This is an optimization exercise on Yosys and OpenROAD, whose aim is small area and a short achievable clock period, not a production implementation. At most, simulation tests tie the RTL to the original design; equivalence was not proved. No functional check of the RTL was part of run 1. No activity file was given, so power comes from the tool's default toggle rates.

$ cat flow/design.v
package coreriscv_axi4_tl_pkg;
  localparam int HDR_W = 2;
  localparam int ADDR_BLOCK_W = 26;
  localparam int XACT_ID_W = 1;
  localparam int ADDR_BEAT_W = 3;
  localparam int BUILTIN_W = 1;
  localparam int A_TYPE_W = 3;
  localparam int UNION_W = 12;
  localparam int DATA_W = 64;
  localparam logic [A_TYPE_W-1:0] ACQ_PUT_BLOCK = 3'h3;
  localparam int BEATS_PER_BLOCK = 8;
  localparam int BEAT_W = 2 * HDR_W + ADDR_BLOCK_W + XACT_ID_W + ADDR_BEAT_W
                        + BUILTIN_W + A_TYPE_W + UNION_W + DATA_W;
endpackage
module coreriscv_axi4_acquire_fifo_ram #(
  parameter int DEPTH = 15,
  parameter int AW = $clog2(DEPTH),
  parameter int W = coreriscv_axi4_tl_pkg::BEAT_W
) (
  input  logic clk,
  input  logic we_i,
  input  logic [AW-1:0] waddr_i,
  input  logic [W-1:0] wdata_i,
  input  logic [AW-1:0] raddr_i,
  output logic [W-1:0] rdata_o
);
  logic [W-1:0] mem [DEPTH];
  always_ff @(posedge clk) if (we_i) mem[waddr_i] <= wdata_i;
  assign rdata_o = mem[raddr_i];
endmodule
module coreriscv_axi4_acquire_saf_queue
#(
  parameter int DEPTH = 16,
  parameter int CNT_W = $clog2(DEPTH) + 1
) (
  input  logic clk,
  input  logic reset,
  output logic io_in_ready,
  input  logic io_in_valid,
  input  logic [1:0] io_in_bits_header_src,
  input  logic [1:0] io_in_bits_header_dst,
  input  logic [25:0] io_in_bits_payload_addr_block,
  input  logic [0:0] io_in_bits_payload_client_xact_id,
  input  logic [2:0] io_in_bits_payload_addr_beat,
  input  logic [0:0] io_in_bits_payload_is_builtin_type,
  input  logic [2:0] io_in_bits_payload_a_type,
  input  logic [11:0] io_in_bits_payload_union,
  input  logic [63:0] io_in_bits_payload_data,
  input  logic io_out_ready,
  output logic io_out_valid,
  output logic [1:0] io_out_bits_header_src,
  output logic [1:0] io_out_bits_header_dst,
  output logic [25:0] io_out_bits_payload_addr_block,
  output logic [0:0] io_out_bits_payload_client_xact_id,
  output logic [2:0] io_out_bits_payload_addr_beat,
  output logic [0:0] io_out_bits_payload_is_builtin_type,
  output logic [2:0] io_out_bits_payload_a_type,
  output logic [11:0] io_out_bits_payload_union,
  output logic [63:0] io_out_bits_payload_data,
  output logic [CNT_W-1:0] io_count,
  output logic [CNT_W-1:0] io_msgs
);
  localparam int RING = DEPTH - 1;
  localparam int RW = $clog2(RING);
  localparam int W = coreriscv_axi4_tl_pkg::BEAT_W;
  localparam logic [2:0] LAST_BEAT = 3'(coreriscv_axi4_tl_pkg::BEATS_PER_BLOCK - 1);
  if (DEPTH < 8 || (DEPTH & (DEPTH - 1)) != 0) begin : g_bad_depth
    $error("DEPTH must be a power of 2 and at least 8");
  end
  logic [RW-1:0] wr_ptr_q, wr_ptr_d, rd_ptr_q, rd_ptr_d;
  logic [CNT_W-1:0] count_q, count_d, msgs_q, msgs_d;
  logic [2:0] in_beat_q, in_beat_d, out_beat_q, out_beat_d;
  logic in_ready_q, in_ready_d, out_valid_q, out_valid_d;
  logic enq, deq, in_multi, out_multi, in_last, out_last;
  logic empty, one, ring_we, wr_adv, rd_adv;
  logic [W-1:0] in_w, head_q, head_d, ring_w, hold_w, take_w;
  assign in_w = {
    io_in_bits_header_src,
    io_in_bits_header_dst,
    io_in_bits_payload_addr_block,
    io_in_bits_payload_client_xact_id,
    io_in_bits_payload_addr_beat,
    io_in_bits_payload_is_builtin_type,
    io_in_bits_payload_a_type,
    io_in_bits_payload_union,
    io_in_bits_payload_data
  };
  always_comb begin
    empty = count_q == '0;
    one = count_q == CNT_W'(1);
    enq = io_in_valid && in_ready_q;
    deq = out_valid_q && io_out_ready;
    in_multi = in_w[79] && in_w[78:76] == coreriscv_axi4_tl_pkg::ACQ_PUT_BLOCK;
    out_multi = head_q[79] && head_q[78:76] == coreriscv_axi4_tl_pkg::ACQ_PUT_BLOCK;
    in_last = !in_multi || in_beat_q == LAST_BEAT;
    out_last = !out_multi || out_beat_q == LAST_BEAT;
    ring_we = in_ready_q;
    wr_adv = enq && !empty && !(deq && one);
    rd_adv = deq && !one;
    wr_ptr_d = wr_adv ? (wr_ptr_q == RW'(RING - 1) ? '0 : wr_ptr_q + RW'(1)) : wr_ptr_q;
    rd_ptr_d = rd_adv ? (rd_ptr_q == RW'(RING - 1) ? '0 : rd_ptr_q + RW'(1)) : rd_ptr_q;
    take_w = one ? in_w : ring_w;
    hold_w = empty ? in_w : head_q;
    head_d = deq ? take_w : hold_w;
    in_beat_d = enq && in_multi ? (in_last ? 3'd0 : in_beat_q + 3'd1) : in_beat_q;
    out_beat_d = deq && out_multi ? (out_last ? 3'd0 : out_beat_q + 3'd1) : out_beat_q;
    count_d = count_q + CNT_W'(enq) - CNT_W'(deq);
    msgs_d = msgs_q + CNT_W'(enq && in_last) - CNT_W'(deq && out_last);
    in_ready_d = count_d != CNT_W'(DEPTH);
    out_valid_d = count_d != '0 && msgs_d != '0;
  end
  always_ff @(posedge clk or posedge reset) begin
    if (reset) begin
      wr_ptr_q <= '0;
      rd_ptr_q <= '0;
      count_q <= '0;
      msgs_q <= '0;
      in_beat_q <= '0;
      out_beat_q <= '0;
      in_ready_q <= 1'b1;
      out_valid_q <= 1'b0;
    end else begin
      wr_ptr_q <= wr_ptr_d;
      rd_ptr_q <= rd_ptr_d;
      count_q <= count_d;
      msgs_q <= msgs_d;
      in_beat_q <= in_beat_d;
      out_beat_q <= out_beat_d;
      in_ready_q <= in_ready_d;
      out_valid_q <= out_valid_d;
    end
  end
  always_ff @(posedge clk) head_q <= head_d;
  coreriscv_axi4_acquire_fifo_ram #(.DEPTH(RING), .AW(RW)) u_ram (
    .clk(clk),
    .we_i(ring_we),
    .waddr_i(wr_ptr_q),
    .wdata_i(in_w),
    .raddr_i(rd_ptr_q),
    .rdata_o(ring_w)
  );
  assign io_in_ready = in_ready_q;
  assign io_out_valid = out_valid_q;
  assign io_out_bits_header_src = head_q[113:112];
  assign io_out_bits_header_dst = head_q[111:110];
  assign io_out_bits_payload_addr_block = head_q[109:84];
  assign io_out_bits_payload_client_xact_id = head_q[83];
  assign io_out_bits_payload_addr_beat = head_q[82:80];
  assign io_out_bits_payload_is_builtin_type = head_q[79];
  assign io_out_bits_payload_a_type = head_q[78:76];
  assign io_out_bits_payload_union = head_q[75:64];
  assign io_out_bits_payload_data = head_q[63:0];
  assign io_count = count_q;
  assign io_msgs = msgs_q;
endmodule
$ cat flow/run.sh
#!/bin/bash
# synth_recipe.tcl (not shown) runs the flow's synth.tcl, then flattens the netlist and writes it again
# the make line also repeats each setting of config.mk as NAME=value (left out here)
make -C /OpenROAD-flow-scripts/flow DESIGN_CONFIG=/design/flow/config.mk WORK_HOME=/design/flow/orfs CLKGATE_MAP_FILE= SYNTH_SCRIPT=/design/flow/synth_recipe.tcl finish
$ cat flow/config.mk
export PLATFORM = sky130hd
export DESIGN_NAME = coreriscv_axi4_acquire_saf_queue
export DESIGN_NICKNAME = coreriscv_axi4_acquire_saf_queue
export VERILOG_FILES = /design/flow/design.v
export SDC_FILE = /design/flow/constraint.sdc
export NUM_CORES = 4
export LEC_CHECK = 0
export CAP_MARGIN = 20
export CORE_MARGIN = 2
export CORE_UTILIZATION = 40
export SLEW_MARGIN = 20
$ cat flow/constraint.sdc
create_clock -name core_clock -period 5.0 [get_ports {clk}]
set_input_delay 1.0000 -clock core_clock [delete_from_list [all_inputs] [get_ports {clk}]]
set_output_delay 1.0000 -clock core_clock [all_outputs]
set_load 0.01 [all_outputs]
==> flow_summary.yaml, run 1 <==
placement:
  placed_cells: 6119
  place_area_sq_um: 76390
  dp.final_hpwl_mm: 87.05
  pre_cts_ws_ns: 0.8618
  portBuffers: 243
  place.gp.congestion: 0.7385
timing:
  worstMarginPinSlew_ns: 1.127
  fin_hold_ws_ns: 0.5084
  fin_crit_ns: 3.274
  final_hold_viol_count: 0
  fin_ws_ns: 1.726
  max-slew-margin-rel_pct: 24.89
  fmax_mhz: 305.4
  skew_ns: 0.03423
  fin_crit_sh_pct: 65.48
  rsz0062_at_grt: "false"
  final-max-slew-violation-count: 0
  setup_viol: 0
die:
  dieWidth_um: 424.9
  pin_count: 244
  start_util_pct: 40.24
  core_area_sq_um: 176100
  dieArea_sq_um: 180600
  num_rows: 154
  die_y_um: 424.9
critical_path:
  max_stage_delay_ns: 0.85
  crit_arrival_ns: 3.84
  cp_slowest_cell: "buf_4"
  worstSetupPathType: "register to register"
  path_cells: "buf_4 > buf_4 > mux4_2 > a221oi_2 > a21oi_1"
  worst_path_most_repeated_cell: "buf_4"
  cp_num_buf_inv: 2
  start_kind: "register"
  cp-end-kind: "register"
  path_delay_family: "buffers and inverters"
  required_ns: 5.56
  path_max_fanout: 42
cts:
  postCtsHoldBufs: 0
  clockRootBuffer: "clkbuf_16"
  cts_sinks: 1850
  path_clk_slew_ns: 0.06
  cts_made_buffers: 188
  insertion_delay_ns: 0.82
  cts_tree: "built"
  cts_buffer_depth: 3
  cts_resized: 0
  ctsHtreeMaxLevel: 4
  post_cts_buffers: 0
hold_path:
  hold_path.class: "register to register"
drt:
  wl_mm: 176.2
  drcViolationCount: 0
  firstDrtPassIters: 5
  postRouteAntennaNets: 0
  detail_route.iter0.violations: 3444
  vias_per_cell: 5.497
  num_vias: 35560
  drt-wirelength-per-cell_um: 27.23
yosys:
  synth_top_cell_by_area: "edfxtp_1"
  syn_inst: 3648
  yosys_warnings: 2
  syn-cell-area_sq_um: 70880
  synth_top_area_share_pct: 77.28
  yosysSeqAreaShare_pct: 78.20
  synthDistinctLibCells: 58
  yosysMostFrequentCell: "edfxtp_1"
  synth-seq-cells: 1850
  synthTopCellsByArea: "edfxtp_1 (77%), mux2i_1 (6.5%), mux4_2 (5.1%), o22ai_1 (1.3%), a221oi_2 (1.2%)"
  synthArstFlopShare_pct: 1.405
  synthFlopType: "edfxtp_1"
  synth_nets: 3783
  netlist_top_cells_count: "edfxtp_1 (1824), mux2i_1 (459), mux4_2 (162)"
  syn_avg_cell_area_sq_um: 19.43
  synth_edf_count: 1824
grt:
  track_usage_pct: 19.33
  gr-total-overflow: 0
  grt_first_pass_wirelength_mm: 253.9
  first_global_vias: 36160
  antenna_found_initial: 30
  grt_max_degree: 144
final_layout:
  drive_gt1_share_pct: 14.46
  final_nets: 4104
  syn_to_final_growth_pct: 16.01
  stdcell_area_sq_um: 82230
  finalNonFillerCells: 6470
run:
  cap_violations: 0
power_and_ir_drop:
  p_leak_uw: 0.02651
  worst_ir_drop_vdd_v: 0.0006317
  power.density_nw_per_um2: 593.7
  power.total_uw: 48820
outcome:
  status: "timing/DRC/antenna clean"
## flip-flops by register name (all words and copies together) (netlist names)
name,cells
in_ready_q,1
rd_ptr_q,4
out_valid_q,1
msgs_q,5
wr_ptr_q,4
u_ram.mem,1710
in_beat_q,3
head_q,114
count_q,5
out_beat_q,3
## per-layer routing
metal | part of all wire, % | wire (um) | vias up | track usage, %
li1 | - | - | 15550 | -
met1 | 44 | 77130 | 18780 | 26.56
met2 | 48 | 85320 | 970 | 31.52
met3 | 5.3 | 9397 | 245 | 3.469
met4 | 2.4 | 4191 | 20 | 5.774
met5 | 0.068 | 120 | - | 0
## cells in the final DEF, fill, tap and decap left out, types with 9 or more instances in the layout
master           Yosys  layout
nor2b_1             16      15
a31oi_1             13      13
a211oi_1            15      15
o22ai_1            152     152
a22oi_1             46      46
a21oi_1             72      72
o221ai_1            30      30
o2111ai_1           33      33
clkinv_2             0      26
o21ai_0             52      51
nand2_1            101      97
clkbuf_16            0     195
a221oi_2            56      56
buf_12               0      33
buf_4               35      64
nor2_1             158     152
diode_2              0       9
bufinv_16            0      11
dfrtp_1             25      21
ha_1                15      15
clkinv_1             0      50
clkbuf_1            75      49
nor3_1              75      67
o21ai_1             30      30
clkdlybuf4s50_1      0     243
inv_1               36      36
mux2i_1            459     459
mux4_2             162     162
edfxtp_1          1824    1824
a221oi_1            10      10
## cell families after synthesis
family	after synthesis	synth area share, %
multiplexers	622	11.65
buffers and inverters	245	1.931
XOR/XNOR	8	0.09886
flip-flops	1850	78.20
AO/OA/AOI/OAI	523	5.439
adder cells (fa/ha/maj)	17	0.3213
AND/OR/NAND/NOR	383	2.366
## power breakdown
group / internal [uW] / switching, uW / leakage, uW
Combinational: 5250 / 8380 / 0.00671
Clock: 7670 / 5710 / 0.00284
Sequential: 20800 / 1070 / 0.0170
## final cells by class
cell class | count | area [sq um]
repair buffers | 340 | 3573
diodes | 9 | 22.52
multi-input cells | 1553 | 14310
clock inverters | 98 | 752.0
clock buffers | 244 | 5064
flip-flops and latches | 1850 | 55440
fillers | 14720 | 93890
well taps | 2340 | 2928
inverters | 36 | 135.1
## through the flow
stage	setup TNS (ns)	utilization (%)
3_5_place_dp	0	43.37
2_1_floorplan	-1964.20	-
5_1_grt	0	46.69
6_report	0	46.69
3_3_place_gp	0	43.37
4_1_cts	0	46.68
## final timing paths
path | slack (ns) | to | from | cells past startpoint
worst max-delay path | 1.73 | head_q[55] | rd_ptr_q[0] | 5
worst min-delay path | 0.51 | out_beat_q[0] | out_beat_q[0] | 1
worst max register to register | 1.73 | head_q[55] | rd_ptr_q[0] | 5
worst min register to register | 0.51 | out_beat_q[0] | out_beat_q[0] | 1
max in group asynchronous | 3.97 | rd_ptr_q[3] | reset | 3
min in group asynchronous | 0.61 | rd_ptr_q[1] | reset | 3
==> inputs of run 2 (changes only) <==
--- a/flow/design.v
+++ b/flow/design.v
@@ -26,7 +26,11 @@
 );
   logic [W-1:0] mem [DEPTH];
   always_ff @(posedge clk) if (we_i) mem[waddr_i] <= wdata_i;
-  assign rdata_o = mem[raddr_i];
+  always_comb begin
+    rdata_o = '0;
+    for (int i = 0; i < DEPTH; i++)
+      rdata_o = rdata_o | (mem[i] & {W{raddr_i == AW'(i)}});
+  end
 endmodule
 module coreriscv_axi4_acquire_saf_queue
 #(
--- a/flow/config.mk
+++ b/flow/config.mk
@@ -8,4 +8,7 @@
 export CAP_MARGIN = 20
 export CORE_MARGIN = 2
 export CORE_UTILIZATION = 40
+export CTS_BUF_LIST = sky130_fd_sc_hd__clkbuf_8
+export CTS_CLUSTER_SIZE = 30
+export SETUP_SLACK_MARGIN = 2.6
 export SLEW_MARGIN = 20
==> flow_summary.yaml, run 2 <==
timing:
  tns_ns: 0
  final-max-slew-violation-count: 0
  skew_ns: 0.1249
  final_hold_viol_count: 0
  fmax_mhz: 342.9
  rsz0062_at_grt: "true"
  max-slew-margin-rel_pct: 51.20
  setup_viol: 0
  fin_crit_sh_pct: 58.32
  fin_hold_ws_ns: 0.3872
  fin_crit_ns: 2.916
  worstMarginPinSlew_ns: 0.7298
yosys:
  synth_edf_count: 1824
  synth-seq-cells: 1850
  syn_inst: 3881
  synth_nets: 4016
  synth_top_cell_by_area: "edfxtp_1"
  netlist_top_cells_count: "edfxtp_1 (1824), a22oi_1 (375), nor2_1 (148)"
  yosysSeqAreaShare_pct: 79.11
  synthDistinctLibCells: 67
  synth_top_area_share_pct: 78.18
  synthTopCellsByArea: "edfxtp_1 (78%), a22oi_1 (4.0%), a22o_1 (1.8%), mux2i_1 (1.7%), mux4_2 (1.3%)"
  yosysMostFrequentCell: "edfxtp_1"
  synthArstFlopShare_pct: 1.405
  synthFlopType: "edfxtp_1"
  syn_avg_cell_area_sq_um: 18.05
  syn-cell-area_sq_um: 70060
  yosys_warnings: 2
die:
  num_rows: 153
  dieArea_sq_um: 178500
  core_area_sq_um: 174000
  pin_count: 244
  start_util_pct: 40.26
  dieWidth_um: 422.5
  die_y_um: 422.5
drt:
  drcViolationCount: 0
  wl_met2_mm: 107.3
  topRoutingLayerUsed: "met5"
  drt-wirelength-per-cell_um: 31.96
  vias_per_cell: 6.052
  postRouteAntennaNets: 0
  wl_met3_mm: 23.78
  detail_route.iter0.violations: 5366
  num_vias: 42830
  wl_met1_mm: 86.46
  wl_mm: 226.1
  firstDrtPassIters: 6
cts:
  postCtsHoldBufs: 0
  clockRootBuffer: "clkbuf_8"
  ctsHtreeMaxLevel: 5
  cts_sinks: 1850
  cts_buffer_depth: 4
  insertion_delay_ns: 1.06
  cts_made_buffers: 314
  path_clk_slew_ns: 0.06
  cts_tree: "built"
placement:
  place.gp.congestion: 0.7772
  portBuffers: 243
  dp.final_hpwl_mm: 107.1
critical_path:
  crit_arrival_ns: 3.79
  max_stage_delay_ns: 0.52
  cp_slowest_cell: "fa_2"
  path_max_fanout: 3
  path_cells: "buf_6 > nand4b_1 > buf_6 > nor2_4 > nor2_2 > ha_1 > inv_1 > ha_2 > inv_2 > fa_2 > inv_1 > or3_1 > o32a_1"
  cp-end-kind: "register"
  worstSetupPathType: "register to register"
  required_ns: 5.88
  start_kind: "register"
final_layout:
  largest_reg_flops: 1710
  drive_gt1_share_pct: 23.76
  nFillCells: 14260
  final_nets: 4684
  final_cell_mix: "edfxtp_1 (1824), a22oi_1 (375), clkbuf_8 (320)"
  layout_commonest_cell: "edfxtp_1"
  multi_input_area_sq_um: 14250
  reg.largest.list: "u_ram.mem (1710), head_q (114)"
  largest-register: "u_ram.mem"
  seqCellArea_sq_um: 55440
  syn_to_final_growth_pct: 21.62
grt:
  grt_first_pass_wirelength_mm: 300.1
  gr-total-overflow: 0
  first_global_vias: 41390
  grt_max_degree: 84
  track_usage_pct: 23.20
  antenna_found_initial: 29
hold_path:
  hold_path.class: "primary input to asynchronous set/reset pin"
power_and_ir_drop:
  p_leak_uw: 0.02823
  power.density_nw_per_um2: 628.2
  worst_ir_drop_vdd_v: 0.0004405
  power.total_uw: 53530
outcome:
  status: "timing/DRC/antenna clean"
run:
  cap_violations: 0
-- run 2: cell types whose count changed in the layout (fill, tap and decap cells not counted), moves of 127 or more --
cell	previous run	this run
a22oi_1	46	375
clkdlybuf4s50_1	243	116
clkbuf_16	195	27
clkbuf_8	0	320
a22o_1	0	143
mux2i_1	459	116
-- run 2: cell families (layout without fill, tap and decap cells) --
| logic type | count (synthesis) | count (layout) | synth area share (%) |
|---|---|---|---|
| xor+xnor | 8 | 8 | 0.1000 |
| fa+ha+maj | 17 | 17 | 0.3250 |
| other cells | 0 | 9 | 0 |
| flops | 1850 | 1850 | 79.11 |
| mux | 213 | 213 | 3.864 |
| simple gates | 297 | 307 | 2.013 |
| buf+inv | 301 | 1153 | 2.027 |
| compound gates | 1195 | 1195 | 12.56 |
-- run 2: final cells by class --
cell class	instances	share of cell area, %
timing repair buffer	620	8.484
inverter	23	0.1101
clock buffer	320	5.169
antenna	9	0.02643
tap	2325	3.414
sequential	1850	65.07
clock inverter	190	1.006
multi-input combinational	1740	16.72
-- run 2: path summary, 6_finish.rpt --
path,startpoint,endpoint,slack [ns],depth (start not counted)
worst max-delay path,head_q[77],out_valid_q,2.08,13
worst min-delay path,reset,rd_ptr_q[3],0.39,3
worst max register to register,head_q[77],out_valid_q,2.08,13
worst min register to register,in_beat_q[1],in_beat_q[1],0.51,2
max in group asynchronous,reset,wr_ptr_q[0],4.21,3
min in group core_clock,in_beat_q[1],in_beat_q[1],0.51,2
-- run 2: report_power, final --
| part | internal [uW] | switching, uW |
|---|---|---|
| Sequential | 20700 | 987 |
| Clock | 6030 | 5880 |
| Combinational | 7510 | 12400 |
| Total | 34200 | 19300 |
-- run 2: worst max-delay path: cells and delay by family (launching register included) --
family / cells / cell delay [ns]
compound gates: 1 / 0.29
fa+ha+maj: 3 / 0.97
buf+inv: 5 / 0.48
flops: 1 / 0.38
simple gates: 4 / 0.64
-- run 2: layer usage --
layer | vias to the layer above | global-route usage (%)
li1 | 17580 | -
met1 | 22130 | 30.64
met2 | 2628 | 37.61
met3 | 472 | 5.058
met4 | 18 | 8.744
met5 | - | 0
-- run 2: per-stage QoR --
stage	worst slack [ns]	instances	area [sq um]	util, %
6_report	2.084	7077	85210	48.97
5_1_grt	2.038	7073	85200	48.96
4_1_cts	2.092	6959	82860	47.61
3_5_place_dp	0.7083	6303	75720	43.51
3_3_place_gp	0.7440	6302	75690	43.50
2_1_floorplan	0.7571	3881	70210	-
-- run 2: repair_timing --
| item | in CTS | in global routing |
|---|---|---|
| resized for setup | 699 | 223 |
| gates cloned | 24 | 40 |
| buffers inserted | 122 | 69 |
| setup endpoints to repair | 1454 | 833 |
| pin swaps | 28 | 55 |
==> inputs of run 3 (changes only) <==
--- a/flow/config.mk
+++ b/flow/config.mk
@@ -8,7 +8,6 @@
 export CAP_MARGIN = 20
 export CORE_MARGIN = 2
 export CORE_UTILIZATION = 40
-export CTS_BUF_LIST = sky130_fd_sc_hd__clkbuf_8
 export CTS_CLUSTER_SIZE = 30
-export SETUP_SLACK_MARGIN = 2.6
+export SETUP_SLACK_MARGIN = 2.0
 export SLEW_MARGIN = 20
==> flow_summary.yaml, run 3 <==
die:
  start_util_pct: 40.26
  die_y_um: 422.5
  dieWidth_um: 422.5
  dieArea_sq_um: 178500
  pin_count: 244
  num_rows: 153
  core_area_sq_um: 174000
timing:
  rsz0062_at_grt: "true"
  fin_crit_ns: 2.974
  fin_crit_sh_pct: 59.48
  tns_ns: 0
  worstMarginPinSlew_ns: 1.146
  setup_viol: 0
  final-max-slew-violation-count: 0
  fin_ws_ns: 2.026
  skew_ns: 0.06372
  fmax_mhz: 336.2
  max-slew-margin-rel_pct: 23.59
  final_hold_viol_count: 0
power_and_ir_drop:
  worst_ir_drop_vdd_v: 0.0004767
  power.total_uw: 50720
  p_leak_uw: 0.02587
  power.density_nw_per_um2: 619.6
yosys:
  synthArstFlopShare_pct: 1.405
  syn_avg_cell_area_sq_um: 18.05
  yosys_warnings: 2
  synth_nets: 4016
  synthFlopType: "edfxtp_1"
  netlist_top_cells_count: "edfxtp_1 (1824), a22oi_1 (375), nor2_1 (148)"
  syn-cell-area_sq_um: 70060
  synth_edf_count: 1824
  synthTopCellsByArea: "edfxtp_1 (78%), a22oi_1 (4.0%), a22o_1 (1.8%), mux2i_1 (1.7%), mux4_2 (1.3%)"
  syn_inst: 3881
  synth_top_cell_by_area: "edfxtp_1"
  synth-seq-cells: 1850
  synthDistinctLibCells: 67
  synth_top_area_share_pct: 78.18
  yosysSeqAreaShare_pct: 79.11
  yosysMostFrequentCell: "edfxtp_1"
critical_path:
  cp-end-kind: "register"
  rrSetupSlack_ns: 2.03
  r2r-start: "rd_ptr_q[2]"
  worstSetupPathType: "register to register"
  crit_arrival_ns: 3.50
  rr_worst_depth: 7
  start_kind: "register"
  r2r-end: "head_q[109]"
  required_ns: 5.53
  path_max_fanout: 27
outcome:
  status: "timing/DRC/antenna clean"
final_layout:
  syn_to_final_growth_pct: 16.82
  final_cell_mix: "edfxtp_1 (1824), a22oi_1 (375), clkdlybuf4s50_1 (237)"
  layout_commonest_cell: "edfxtp_1"
  largest-register: "u_ram.mem"
  final_util_pct: 47.04
  finalNonFillerCells: 6652
  drive_gt1_share_pct: 13.11
  reg.largest.list: "u_ram.mem (1710), head_q (114)"
  largest_reg_flops: 1710
  final_nets: 4320
drt:
  num_vias: 39630
  detail_route.iter0.violations: 4477
  vias_per_cell: 5.957
  postRouteAntennaNets: 0
  drcViolationCount: 0
  firstDrtPassIters: 5
  drt-wirelength-per-cell_um: 29.61
  wl_mm: 197.0
cts:
  clockRootBuffer: "clkbuf_16"
  cts_made_buffers: 186
  ctsHtreeMaxLevel: 4
  cts_sinks: 1850
  path_clk_slew_ns: 0.06
  cts_tree: "built"
  cts_buffer_depth: 3
  insertion_delay_ns: 0.84
grt:
  track_usage_pct: 21.62
  grt_first_pass_wirelength_mm: 282.6
  gr-total-overflow: 0
  antenna_found_initial: 24
  first_global_vias: 39310
  grt_max_degree: 115
hold_path:
  whs_endpoint: "in_beat_q[1]"
  holdPathStages: 2
  hold_start: "in_beat_q[1]"
  hold_path.class: "register to register"
placement:
  dp.final_hpwl_mm: 107.1
  place.gp.congestion: 0.7772
  placed_cells: 6303
  pre_cts_ws_ns: 0.7083
  portBuffers: 243
run:
  cap_violations: 0
==> run 3: cell families after synthesis <==
logic type,share of synthesized area [%]
xor+xnor,0.1000
fa+ha+maj,0.3250
simple gates,2.013
mux,3.864
buf+inv,2.027
flops,79.11
compound gates,12.56
==> run 3: timing repair <==
action	CTS	global route
gates resized for setup	16	22
hold endpoints to repair	0	0
buffers inserted	10	6
endpoints found under the setup margin	126	142
pin swaps	2	4
hold buffers	0	0
gates cloned	1	2
==> run 3: how the worst max path moves through the flow <==
stage                                                     start                        end  slack, ns  cells after the start
after global placement    io_in_bits_payload_is_builtin_type[0]                out_valid_q       0.74                     12
after detailed placement  io_in_bits_payload_is_builtin_type[0]                out_valid_q       0.71                     12
final                                               rd_ptr_q[2]                head_q[109]       2.03                      7
after CTS                                           head_q[112]  io_out_bits_header_src[0]       2.00                      1
after global routing                                rd_ptr_q[1]                 head_q[13]       1.95                      7
after floorplan                                      in_ready_q            u_ram.mem[0][0]       0.76                      2
==> run 3: per-layer routing <==
metal  up-vias  share of wire (%)  global-route usage [%]
li1      16820                  -                       -
met1     20720                 40                   28.94
met2      1779                 50                   36.07
met3       295                7.6                   3.981
met4        16                2.4                   6.185
met5         -              0.048                       0
==> run 3: power by group <==
group / switching, uW / total (uW) / internal [uW]
clock network: 5910 / 13300 / 7430
logic: 10300 / 15500 / 5240
registers: 1180 / 21900 / 20700
==> run 3: cell type report <==
type	count	area, sq um
flip-flops and latches	1850	55440
repair buffers	391	4041
clock buffers	226	4847
fillers	14450	92160
clock inverters	101	933.4
well taps	2325	2909
multi-input cells	1733	13580
diodes	3	7.507
inverters	23	86.33
==> run 3: through the flow <==
stage	instance area (sq um)	hold WS (ns)
after floorplan	70210	0.4690
after global placement	75690	0.4898
after detailed placement	75720	0.5057
after CTS	81690	0.5133
after global routing	81850	0.5462
final	81850	0.5114
==> run 3: worst max-delay path, cell delays in order, from the launching register on <==
cell and delay, ns:
dfrtp_4 0.74, buf_6 0.44, nor4b_4 0.08, buf_4 0.25, a32oi_1 0.17, o21ai_0 0.12
a2111oi_0 0.58, a21oi_1 0.26

[static timing again, ports no longer ideal]
How much do the figures lean on ideal ports? The routed layouts below were timed once more, with nothing changed but the port constraints.
Step 1: set_driving_cell puts a clkbuf_16 on clk and a buf_2 on each other input, an assumption about the parent block.
Step 2 times the ports against the registers' clock, not the clock port: input delays grow and output delays shrink by t, the midpoint of the rising clock arrivals with the driver on.
a / b / c = ideal ports / drivers / drivers and shift; a / b = the first two.
run	t (ns)	setup slack, ns	pins driven straight from the clock port
run 1	0.881	1.726 / 1.726 / 0.938	1
run 2	1.081	2.084 / 1.998 / 1.005	1
run 3	0.899	2.026 / 1.966 / 1.253	1
After both steps setup and hold are still met in every run listed. The setup slack of run 2, which loses most, moves by -0.086 ns with the drivers and by -1.079 ns with both steps.
